Context: an optimization exercise on an open-source flow, tuned for small area, a short achievable clock period and few clock cycles per item. The choices shown serve that exercise and are no tape-out recipe.
In this exercise RTL edits were held to simulation tests only and were not proved equivalent to the original.
No activity file was given, so power comes from the tool's default toggle rates.

Setup of JK:
## pointer_motion_scaler_unit
module pointer_motion_scaler_unit (
  input  logic               clk,
  input  logic               rst,
  input  logic               ev_valid,
  output logic               ev_ready,
  input  logic               ev_func,
  input  logic [2:0]         ev_event_kind,
  input  logic signed [15:0] ev_motion_value,
  input  logic               ev_sync_flag,
  input  logic [2:0]         ev_action,
  output logic               res_valid,
  input  logic               res_ready,
  output logic signed [15:0] res_scaled_value,
  output logic               res_keep_event
);
Size in the first run: ~12000 µm² of cells after synthesis.
export LEC_CHECK = 0
export ABC_AREA = 1
export CAP_MARGIN = 20
export CORE_MARGIN = 2
export CORE_UTILIZATION = 40
export CTS_BUF_LIST = sky130_fd_sc_hd__clkbuf_8
export CTS_CLUSTER_SIZE = 50
export SETUP_SLACK_MARGIN = 5
export SLEW_MARGIN = 20
create_clock -name core_clock -period 10.0 [get_ports {clk}]
run.sh (not shown) runs the stock make flow with config.mk's settings and CLKGATE_MAP_FILE= SYNTH_SCRIPT=/design/flow/synth_recipe.tcl, a recipe that flattens the netlist after the stock synthesis.
JK finished end to end and its layout was clean on timing, DRC and antenna.
Testbench counts of JK, summed over its fixed seeds: cycles 8,012, items 8,000.
The following lists how PW was set up differently from JK:
- CTS_CLUSTER_SIZE removed (was 50)
- CAP_MARGIN changed from 20 to 5
- SLEW_MARGIN changed from 20 to 5
==> comparison <==
Delta (PW minus JK): number of nets in the layout shows no meaningful change, area after synthesis shows no meaningful change. Re overall die area: no difference whatsoever between PW and JK. From JK to PW, fmax did not move at all. The clock group share of total power on PW is in line with that on JK. From JK to PW, post-route clock period utilization did not move at all. Re critical path depth: no difference whatsoever between PW and JK.

---

Setup of run 4:
pointer_motion_scaler_unit, a different RTL version from the one above (not shown whole).
For scale: about 1400 cells after synthesis, roughly 47 I/O pins.
Settings: LEC_CHECK=0, ABC_AREA=0, CAP_MARGIN=20, CORE_MARGIN=2, CORE_UTILIZATION=40, CTS_BUF_LIST=sky130_fd_sc_hd__clkbuf_8, SETUP_SLACK_MARGIN=5, SLEW_MARGIN=20; clock period 10.0 ns.
Every stage of the flow completed for run 4, and the final layout passed the timing, DRC and antenna checks.
Testbench counts of run 4, summed over its fixed seeds: cycles 8,012, items 8,000.
> inputs changed (run 4 -> run 1)
--- a/flow/config.mk
+++ b/flow/config.mk
@@ -8 +8 @@
-export ABC_AREA = 0
+export ABC_AREA = 1
@@ -12,0 +13,2 @@
+export CTS_CLUSTER_DIAMETER = 200
+export CTS_CLUSTER_SIZE = 40
--- outcome ---
| routed wire length | lower: run 1 |
Total of clock buffers placed in the layout (lower): run 4
Run 4 and run 1 ended up with nearly the same latest clock arrival within the worst-skew pair.
Comparing run 4 and run 1, the lower total number of placement rows is on run 1.
Compared to run 4, run 1 has sequential share of power 2.1 points higher.

---

Setup of lane 1:
RTL: one of the versions met above, not the one the previous note started from.
Size: about 1600 cells after synthesis, about 0.012 mm^2 of cells after synthesis.
clock: 10.0 ns
lec_check: 0
abc_area: 1
cap_margin: 20
core_margin: 2
core_utilization: 40
cts_buf_list: sky130_fd_sc_hd__clkbuf_4 sky130_fd_sc_hd__clkbuf_8
cts_cluster_size: 25
setup_slack_margin: 5
slew_margin: 20
Per the final summary, lane 1 finished and its layout is clean on timing, DRC and antenna.
Testbench counts of lane 1, summed over its fixed seeds: cycles 8,012, items 8,000.
Changes in lane 2 relative to lane 1:
# lane 1
export LEC_CHECK = 0
export ABC_AREA = 1
export CAP_MARGIN = 20
export CORE_MARGIN = 2
export CORE_UTILIZATION = 40
export CTS_BUF_LIST = sky130_fd_sc_hd__clkbuf_4 sky130_fd_sc_hd__clkbuf_8
export CTS_CLUSTER_SIZE = 25
export SETUP_SLACK_MARGIN = 5
export SLEW_MARGIN = 20
create_clock -name core_clock -period 10.0 [get_ports {clk}]
# lane 2
export LEC_CHECK = 0
export ABC_AREA = 1
export CAP_MARGIN = 20
export CORE_MARGIN = 2
export CORE_UTILIZATION = 40
export SETUP_SLACK_MARGIN = 5
export SLEW_MARGIN = 20
create_clock -name core_clock -period 10.0 [get_ports {clk}]
- Lane 2 vs lane 1: total power up by a few percent
- Lane 1 -> lane 2: total length of routed wires flat
- Compared with lane 1, lane 2 shows utilization higher by 0.76 points.
- Delta (lane 2 minus lane 1): met3 capacity usage during global routing shows an increase of 0.22 points, non-clock buffer count climbed 1, shortest period the worst path allows now larger.

---

pointer_motion_scaler_unit with an RTL version that a note above also has.
Size: ~1600 cells after synthesis, ~120 flip-flops, roughly 47 I/O pins, roughly 0.011 sq mm of cells after synthesis.
Settings: LEC_CHECK=0, ABC_AREA=1, CAP_MARGIN=20, CORE_MARGIN=2, CORE_UTILIZATION=40, CTS_BUF_LIST=sky130_fd_sc_hd__clkbuf_8, GPL_ROUTABILITY_DRIVEN=0, GPL_TIMING_DRIVEN=1, SETUP_SLACK_MARGIN=5, SLEW_MARGIN=20; clock period 10.0 ns.
The baseline ran to the end with no violations.
Testbench counts at the start, summed over its fixed seeds: cycles 8,012, items 8,000.
==> next run, changes <==
Settings changed: GPL_ROUTABILITY_DRIVEN 0 to not set, GPL_TIMING_DRIVEN 1 to not set, PLACE_DENSITY set to 0.5.
Final area increases by about 1.4%.
Worst hold slack hardly moves.
Wire length increases by about 8%.
Clock skew stays flat.

-- what the ideal ports hide --
Ports are ideal in the flow. The routed layouts listed here were re-timed in OpenROAD. Step 1 assumes that a clkbuf_16 drives the clock port and a buf_2 every other input. Step 2 moves the port delays by t, midway between the first and last clock arrival at a register: inputs arrive t later, outputs are due t later. That takes back most of the time a late clock gives input paths. Slacks: no drivers / after step 1 / after step 2; pairs: no drivers / after step 1.
| run | t (ns) | slack for setup (ns) | worst register clock-pin slew, ns |
|---|---|---|---|
| JK | 0.474 | 5.110 / 5.091 / 4.660 | 0.09 / 0.09 |
| PW | 0.474 | 5.110 / 5.091 / 4.660 | 0.09 / 0.09 |
| run 4 | 0.479 | 4.934 / 4.934 / 4.645 | 0.11 / 0.11 |
| run 1 | 0.476 | 5.123 / 5.097 / 4.710 | 0.09 / 0.09 |
| lane 1 | 0.474 | 5.110 / 5.091 / 4.660 | 0.09 / 0.09 |
| lane 2 | 0.446 | 5.076 / 5.092 / 4.651 | 0.06 / 0.06 |
| the first run of note 4 | 0.499 | 5.126 / 5.099 / 4.683 | 0.09 / 0.09 |
| the second run of note 4 | 0.492 | 5.126 / 5.098 / 4.727 | 0.10 / 0.10 |
After both steps every run listed still meets setup and hold.
